What follows belongs to an exercise in optimizing a design on an open flow for small area; a production flow would make more cautious choices. Only simulation tests tie the RTL to the original design; equivalence was not proved. Power figures rest on the tool's default switching activity, not on a simulated workload.

==> flow/design.v <==
module yreg_file #(
  parameter int WIDTH = 32,
  parameter int ADDR  = 5
) (
  input  logic             clk,
  input  logic             rst,
  input  logic [ADDR-1:0]  rn1,
  input  logic [ADDR-1:0]  rn2,
  input  logic [ADDR-1:0]  wn,
  input  logic [WIDTH-1:0] d,
  input  logic             w,
  output logic [WIDTH-1:0] rd1,
  output logic [WIDTH-1:0] rd2
);
  localparam int N = 2 ** ADDR;
  logic [N-1:1] we;      
  logic [N-1:1] valid;   
  logic [N-1:1] sel1;    
  logic [N-1:1] sel2;    
  logic         hit1;    
  logic         hit2;    
  logic [WIDTH-1:0] q [1:N-1];
  assign hit1 = !rst && w && (wn != '0) && (wn == rn1);
  assign hit2 = !rst && w && (wn != '0) && (wn == rn2);
  genvar i;
  for (i = 1; i < N; i++) begin : gReg
    assign we[i] = w && (wn == ADDR'(i));
    always_ff @(posedge clk or posedge rst) begin
      if (rst) begin
        valid[i] <= 1'b0;
      end else if (we[i]) begin
        valid[i] <= 1'b1;
      end
    end
    always_ff @(posedge clk) begin
      if (we[i]) begin
        q[i] <= d;
      end
    end
    assign sel1[i] = !rst && valid[i] && !we[i] && (rn1 == ADDR'(i));
    assign sel2[i] = !rst && valid[i] && !we[i] && (rn2 == ADDR'(i));
  end
  localparam int G = (N + 2) / 3;    
  logic [N-1:0] s1, s2;
  logic [WIDTH-1:0] x [0:N-1];
  assign s1 = {sel1, hit1};
  assign s2 = {sel2, hit2};
  assign x[0] = d;
  for (i = 1; i < N; i++) begin : gX
    assign x[i] = q[i];
  end
  genvar b, g;
  for (b = 0; b < WIDTH; b++) begin : gBit
    logic [G-2:0] n1, n2;
    for (g = 0; g < G - 1; g++) begin : gGrp
      yreg_aoi222 u1 (.a0(s1[3*g]), .b0(x[3*g][b]), .a1(s1[3*g+1]), .b1(x[3*g+1][b]),
                      .a2(s1[3*g+2]), .b2(x[3*g+2][b]), .y(n1[g]));
      yreg_aoi222 u2 (.a0(s2[3*g]), .b0(x[3*g][b]), .a1(s2[3*g+1]), .b1(x[3*g+1][b]),
                      .a2(s2[3*g+2]), .b2(x[3*g+2][b]), .y(n2[g]));
    end
    yreg_fin #(.W(G-1)) u1 (.n(n1), .a0(s1[N-2]), .b0(x[N-2][b]), .a1(s1[N-1]), .b1(x[N-1][b]),
                            .y(rd1[b]));
    yreg_fin #(.W(G-1)) u2 (.n(n2), .a0(s2[N-2]), .b0(x[N-2][b]), .a1(s2[N-1]), .b1(x[N-1][b]),
                            .y(rd2[b]));
  end
endmodule
module yreg_aoi222 (
  input  logic a0, b0, a1, b1, a2, b2,
  output logic y
);
  assign y = !((a0 && b0) || (a1 && b1) || (a2 && b2));
endmodule
module yreg_fin #(
  parameter int W = 10
) (
  input  logic [W-1:0] n,
  input  logic         a0, b0, a1, b1,
  output logic         y
);
  assign y = !(&n) || (a0 && b0) || (a1 && b1);
endmodule
==> flow/config.mk <==
export PLATFORM = sky130hd
export DESIGN_NAME = yreg_file
export DESIGN_NICKNAME = yreg_file
export VERILOG_FILES = /design/flow/design.v
export SDC_FILE = /design/flow/constraint.sdc
export NUM_CORES = 4
export LEC_CHECK = 0
export CAP_MARGIN = 20
export CORE_MARGIN = 2
export CORE_UTILIZATION = 65
export SLEW_MARGIN = 20
export SYNTH_HIERARCHICAL = 1
export SYNTH_MINIMUM_KEEP_SIZE = 0
==> flow/constraint.sdc <==
create_clock -name core_clock -period 7.0 [get_ports {clk}]
set_input_delay 1.4000 -clock core_clock [delete_from_list [all_inputs] [get_ports {clk}]]
set_output_delay 1.4000 -clock core_clock [all_outputs]
set_load 0.01 [all_outputs]
standard.sh (not shown) runs the stock make flow with config.mk's settings and CLKGATE_MAP_FILE= SYNTH_SCRIPT=/design/flow/synth_recipe.tcl, a recipe that flattens the netlist after the stock synthesis.
==> flow/flow/run.sh <==
#!/bin/bash
# The standard flow (standard synthesis unchanged), with three layout changes:
#  - ports are buffered with buf_2 instead of the slow delay buffer the
#    resizer picks by default;
#  - CTS clusters up to 24 sinks per leaf buffer, uses clkbuf_8/16 and
#    inserts no dummy loads.
set -uo pipefail
bash standard.sh \
  "BUFFER_PORTS_ARGS=-buffer_cell sky130_fd_sc_hd__buf_2" \
  "CTS_ARGS=-sink_clustering_enable -repair_clock_nets -dont_use_dummy_load -buf_list {sky130_fd_sc_hd__clkbuf_8 sky130_fd_sc_hd__clkbuf_16} -sink_clustering_size 24 -sink_clustering_max_diameter 80" \
  finish > standard_flow.log 2>&1
Next try:
--- a/flow/design.v
+++ b/flow/design.v
@@ -55,27 +55,43 @@
     for (g = 0; g < G - 1; g++) begin : gGrp
       yreg_aoi222 u1 (.a0(s1[3*g]), .b0(x[3*g][b]), .a1(s1[3*g+1]), .b1(x[3*g+1][b]),
                       .a2(s1[3*g+2]), .b2(x[3*g+2][b]), .y(n1[g]));
       yreg_aoi222 u2 (.a0(s2[3*g]), .b0(x[3*g][b]), .a1(s2[3*g+1]), .b1(x[3*g+1][b]),
                       .a2(s2[3*g+2]), .b2(x[3*g+2][b]), .y(n2[g]));
     end
-    yreg_fin #(.W(G-1)) u1 (.n(n1), .a0(s1[N-2]), .b0(x[N-2][b]), .a1(s1[N-1]), .b1(x[N-1][b]),
-                            .y(rd1[b]));
-    yreg_fin #(.W(G-1)) u2 (.n(n2), .a0(s2[N-2]), .b0(x[N-2][b]), .a1(s2[N-1]), .b1(x[N-1][b]),
-                            .y(rd2[b]));
+    logic [2:0] p1, p2;
+    yreg_nand4 u1a (.a(n1[3:0]), .y(p1[0]));
+    yreg_nand4 u1b (.a(n1[7:4]), .y(p1[1]));
+    yreg_nand4 u2a (.a(n2[3:0]), .y(p2[0]));
+    yreg_nand4 u2b (.a(n2[7:4]), .y(p2[1]));
+    yreg_last u1c (.n0(n1[8]), .n1(n1[9]), .a0(s1[N-2]), .b0(x[N-2][b]),
+                   .a1(s1[N-1]), .b1(x[N-1][b]), .y(p1[2]));
+    yreg_last u2c (.n0(n2[8]), .n1(n2[9]), .a0(s2[N-2]), .b0(x[N-2][b]),
+                   .a1(s2[N-1]), .b1(x[N-1][b]), .y(p2[2]));
+    yreg_or3 u1d (.a(p1), .y(rd1[b]));
+    yreg_or3 u2d (.a(p2), .y(rd2[b]));
   end
 endmodule
 module yreg_aoi222 (
   input  logic a0, b0, a1, b1, a2, b2,
   output logic y
 );
   assign y = !((a0 && b0) || (a1 && b1) || (a2 && b2));
 endmodule
-module yreg_fin #(
-  parameter int W = 10
-) (
-  input  logic [W-1:0] n,
-  input  logic         a0, b0, a1, b1,
-  output logic         y
+module yreg_nand4 (
+  input  logic [3:0] a,
+  output logic       y
 );
-  assign y = !(&n) || (a0 && b0) || (a1 && b1);
+  assign y = !(&a);
 endmodule
+module yreg_last (
+  input  logic n0, n1, a0, b0, a1, b1,
+  output logic y
+);
+  assign y = !(n0 && n1 && !((a0 && b0) || (a1 && b1)));
+endmodule
+module yreg_or3 (
+  input  logic [2:0] a,
+  output logic       y
+);
+  assign y = |a;
+endmodule
Result:
- The new run passed the timing, DRC and antenna checks
- cell count is lower by 0.45%
- worst hold slack gains 0.0041 ns
- final area falls by 0.31%
- wire length barely changes
- total power decreases by 0.73%
- synthesized cell count is unchanged
- fmax goes up by 4.2%
- clock-buffer cell count is unchanged
- register-to-register slack stays flat
- clock power barely changes

[static timing again, ports no longer ideal]
In the flow no input, the clock included, has a driving cell. The finished layouts below were timed again as built, in two steps.
Step 1 (the two cells are an assumption about what drives the block):
set clk [get_ports {clk}]
set_driving_cell -lib_cell sky130_fd_sc_hd__clkbuf_16 $clk
set_driving_cell -lib_cell sky130_fd_sc_hd__buf_2 [delete_from_list [all_inputs] $clk]
Step 2 also shifts input and output timing later by t, the mid clock arrival at the registers, as if the neighbouring blocks saw the same clock.
a / b / c = ideal ports / drivers / drivers and shift; a / b = the first two.
run	t (ns)	slack for setup (ns)	hold slack, ns	worst slew at a driven data input, ns	pins driven straight from the clock port
the first run	0.685	0.652 / 0.628 / 0.628	0.469 / 0.469 / 0.469	0.10	1
the second run	0.684	0.907 / 0.840 / 0.840	0.473 / 0.473 / 0.473	0.14	1
After both steps every run listed still meets setup and hold. For the second run, which loses most, drivers alone change the setup slack by -0.067 ns; drivers and shift together by -0.067 ns.
